This design comes from an exercise in tuning for small area on the open sky130 flow, not from production work. Only simulation tests tie the RTL to the original design; equivalence was not proved. No activity file was given, so power comes from the tool's default toggle rates.

## run A
==> flow/design.v <==
module vram_scanout #(
  parameter int          H_ACTIVE = 640,
  parameter int          H_FP     = 16,
  parameter int          H_SYNC   = 96,
  parameter int          H_BP     = 48,
  parameter int          V_ACTIVE = 480,
  parameter int          V_FP     = 10,
  parameter int          V_SYNC   = 2,
  parameter int          V_BP     = 33,
  parameter int          PIX_DIV  = 4,
  parameter logic [7:0]  FG_COLOR = 8'hFF,
  parameter logic [7:0]  BG_COLOR = 8'h00
) (
  input  logic                clk_i,
  input  logic                rst_ni,
  input  logic [H_ACTIVE-1:0] vram_rd_data_i,
  output logic [8:0]          vram_addr_o,
  output logic                vram_turn_o,
  output logic                pix_en_o,
  output logic                hsync_o,
  output logic                vsync_o,
  output logic [7:0]          rgb_o,
  output logic                frame_start_o
);
  localparam int H_TOTAL = H_ACTIVE + H_FP + H_SYNC + H_BP;
  localparam int V_TOTAL = V_ACTIVE + V_FP + V_SYNC + V_BP;
  localparam int HW = $clog2(H_TOTAL);
  localparam int VW = $clog2(V_TOTAL);
  localparam int DW = (PIX_DIV > 1) ? $clog2(PIX_DIV) : 1;
  localparam logic [DW-1:0] DIV_LAST = DW'(PIX_DIV - 1);
  localparam logic [HW-1:0] H_LAST   = HW'(H_TOTAL - 1);
  localparam logic [HW-1:0] H_ACT    = HW'(H_ACTIVE);
  localparam logic [HW-1:0] H_FETCH  = HW'(H_ACTIVE + 1);
  localparam logic [HW-1:0] HS_BEG   = HW'(H_ACTIVE + H_FP);
  localparam logic [HW-1:0] HS_END   = HW'(H_ACTIVE + H_FP + H_SYNC);
  localparam logic [VW-1:0] V_LAST   = VW'(V_TOTAL - 1);
  localparam logic [VW-1:0] V_ACT    = VW'(V_ACTIVE);
  localparam logic [VW-1:0] VS_BEG   = VW'(V_ACTIVE + V_FP);
  localparam logic [VW-1:0] VS_END   = VW'(V_ACTIVE + V_FP + V_SYNC);
  localparam int RL    = H_ACTIVE + 1;
  localparam int ROT0  = PIX_DIV * (H_TOTAL - H_ACTIVE) - 5;   
  localparam int TAP   = RL - 1;
  localparam int DINV = RL - (RL - 1) / PIX_DIV;
  localparam bit TAP_INV = ((1 + ROT0) % 2) == 1;
  logic [DW-1:0]       div_q;
  logic [HW-1:0]       hcnt_q;
  logic [VW-1:0]       lcnt_q;
  logic                ld_q, nld_q;
  logic                pix_q;
  logic                vs_q;
  logic [RL-1:0]       ring_q, ring_d;
  logic                pix_en;
  logic                line_end;
  logic                active;
  logic                guard;
  logic                fetching;
  logic                tap;
  assign pix_en     = (div_q == DIV_LAST);
  assign line_end   = pix_en && (hcnt_q == H_LAST);
  assign guard      = (hcnt_q == H_FETCH) && (div_q == '0);
  assign active     = (hcnt_q < H_ACT) && (lcnt_q < V_ACT);
  assign fetching   = (hcnt_q == H_FETCH) &&
                      (guard ? (lcnt_q < V_ACT - 1) || (lcnt_q == V_LAST) : (lcnt_q < V_ACT));
  assign tap        = ring_q[TAP] ^ TAP_INV;
  for (genvar p = 0; p < RL; p++) begin : g_ring
    localparam int H = ((((TAP - ROT0 - p) % RL + RL) % RL) * DINV) % RL;
    localparam int PREV = (p + RL - 1) % RL;
    if (H >= H_ACTIVE) begin : g_pass
      assign ring_d[p] = ~(ring_q[PREV] | ld_q);
    end else begin : g_load
      assign ring_d[p] = ~((vram_rd_data_i[H] | nld_q) & (ring_q[PREV] | ld_q));
    end
  end
  always_ff @(posedge clk_i) begin
    ring_q <= ring_d;
  end
  always_ff @(posedge clk_i) begin
    if (!rst_ni) begin
      div_q   <= '0;
      hcnt_q  <= '0;
      lcnt_q  <= '0;
      ld_q    <= 1'b1;
      nld_q   <= 1'b1;
      pix_q   <= 1'b0;
      vs_q    <= 1'b1;
    end else begin
      if (line_end) {hcnt_q, div_q} <= '0;
      else          {hcnt_q, div_q} <= {hcnt_q, div_q} + 1'b1;
      if (guard) lcnt_q <= (lcnt_q == V_LAST) ? '0 : lcnt_q + 1'b1;
      if (pix_en) pix_q <= active && tap;
      if (pix_en && hcnt_q == '0) vs_q <= !((lcnt_q >= VS_BEG) && (lcnt_q < VS_END));
      ld_q    <= fetching && (div_q == DW'(2));
      nld_q   <= !(fetching && (div_q == DW'(2)));
    end
  end
  logic hs_n;
  assign hs_n = (hcnt_q > HS_BEG) && (hcnt_q <= HS_END);
  assign vram_addr_o = (lcnt_q < V_ACT) ? 9'(lcnt_q) : 9'(V_ACTIVE - 1);
  assign vram_turn_o   = !fetching;
  assign pix_en_o      = pix_en;
  assign hsync_o       = !hs_n;
  assign vsync_o       = vs_q;
  assign rgb_o         = pix_q ? FG_COLOR : BG_COLOR;
  assign frame_start_o = (div_q == '0) && (hcnt_q == HW'(1)) && (lcnt_q == '0);
endmodule
export LEC_CHECK = 0
export CAP_MARGIN = 0
export CORE_MARGIN = 2
export CORE_UTILIZATION = 50
export SLEW_MARGIN = 0
create_clock -name core_clock -period 10.0 [get_ports {clk_i}]
standard.sh (not shown) runs the stock make flow with config.mk's settings and CLKGATE_MAP_FILE= SYNTH_SCRIPT=/design/flow/synth_recipe.tcl, a recipe that flattens the netlist after the stock synthesis.
==> flow/flow/run.sh <==
#!/bin/bash
# The standard ORFS layout (standard.sh), with two changes:
#  - each port gets the smallest buffer (buf_1) instead of the default one;
#  - CTS builds the tree from clkbuf_4 only, clusters up to 11 flip-flops per
#    leaf buffer and inserts no dummy loads.
set -euo pipefail
export BUFFER_PORTS_ARGS="-buffer_cell sky130_fd_sc_hd__buf_1"
export CTS_ARGS="-sink_clustering_enable -repair_clock_nets -dont_use_dummy_load -sink_clustering_size 11 -sink_clustering_max_diameter 70 -buf_list sky130_fd_sc_hd__clkbuf_4 -root_buf sky130_fd_sc_hd__clkbuf_4"
bash standard.sh > make_flow.log 2>&1
Having completed the whole flow, run A delivered a layout that passed the timing, design-rule and antenna checks.
[inputs] run B vs run A
- PLACE_DENSITY newly set to 0.85
--- a/flow/flow/run.sh
+++ b/flow/flow/run.sh
@@ -8 +8 @@
-export CTS_ARGS="-sink_clustering_enable -repair_clock_nets -dont_use_dummy_load -sink_clustering_size 11 -sink_clustering_max_diameter 70 -buf_list sky130_fd_sc_hd__clkbuf_4 -root_buf sky130_fd_sc_hd__clkbuf_4"
+export CTS_ARGS="-sink_clustering_enable -repair_clock_nets -dont_use_dummy_load -sink_clustering_size 11 -sink_clustering_max_diameter 50 -buf_list sky130_fd_sc_hd__clkbuf_4 -root_buf sky130_fd_sc_hd__clkbuf_4"
Findings:
NOTE: final worst setup slack in run B falls short of that of run A
Comparing run B against run A, there is no change at all in number of cells in the design after placement.
Summary of the comparison: post-layout minimum cycle time is higher in run B, relative to run A.
Critical path launch point = hcnt_q[3]: run A; critical path launch point = hcnt_q[6]: run B
Between run B and run A, the combinational share of power figures differ only marginally.
Compared to run A, run B has clock buffer count 2.9% higher.
Summary of the comparison: maximum resistive drop on vdd is higher in run B, relative to run A.
> inputs changed (run B -> run C)
- PLACE_DENSITY no longer set, was 0.85
Notes after the runs:
Taking run B as the reference, in run C fraction of met3 tracks used by global routing increased 1.6 points; critical path depth shows an increase of 2; clock-buffer cell count lost 2; highest clock frequency the design can meet grew by about 1.7%. Compared with run B, run C shows a higher wire length on met2. Run C vs. run B: number of sequential storage elements closely matched the old numbers; area after synthesis closely matched the old numbers. Going from run B to run C, worst IR drop on VDD dropped about 13%, final critical path time including I/O delays and setup dropped 78 ps, fraction of final layout cells with drive strength greater than 1 barely changed.

==> separate check: timing with driven ports <==
No port has a modelled driver above. Below, the same layouts with a new extraction and two added sets of constraints.
Step 1: set_driving_cell puts a clkbuf_16 on clk_i and a buf_2 on each other input, an assumption about the parent block.
Step 2, shift: input delay + t, output delay - t, t = (earliest + latest rising clock arrival at the registers) / 2. This alone moves slack from input paths to output paths.
Slacks: ideal / step 1 / step 2; pairs: ideal / step 1.
run | shift t [ns] | slack for setup (ns) | latest minus earliest clock arrival (ns) | cell pins on the clock port's net
run A | 0.789 | 5.377 / 5.325 / 6.114 | 0.065 / 0.065 | 1
run B | 0.807 | 5.321 / 5.271 / 6.078 | 0.096 / 0.096 | 1
run C | 0.791 | 5.399 / 5.345 / 6.136 | 0.070 / 0.069 | 1
After both steps setup and hold are still met in every run listed.
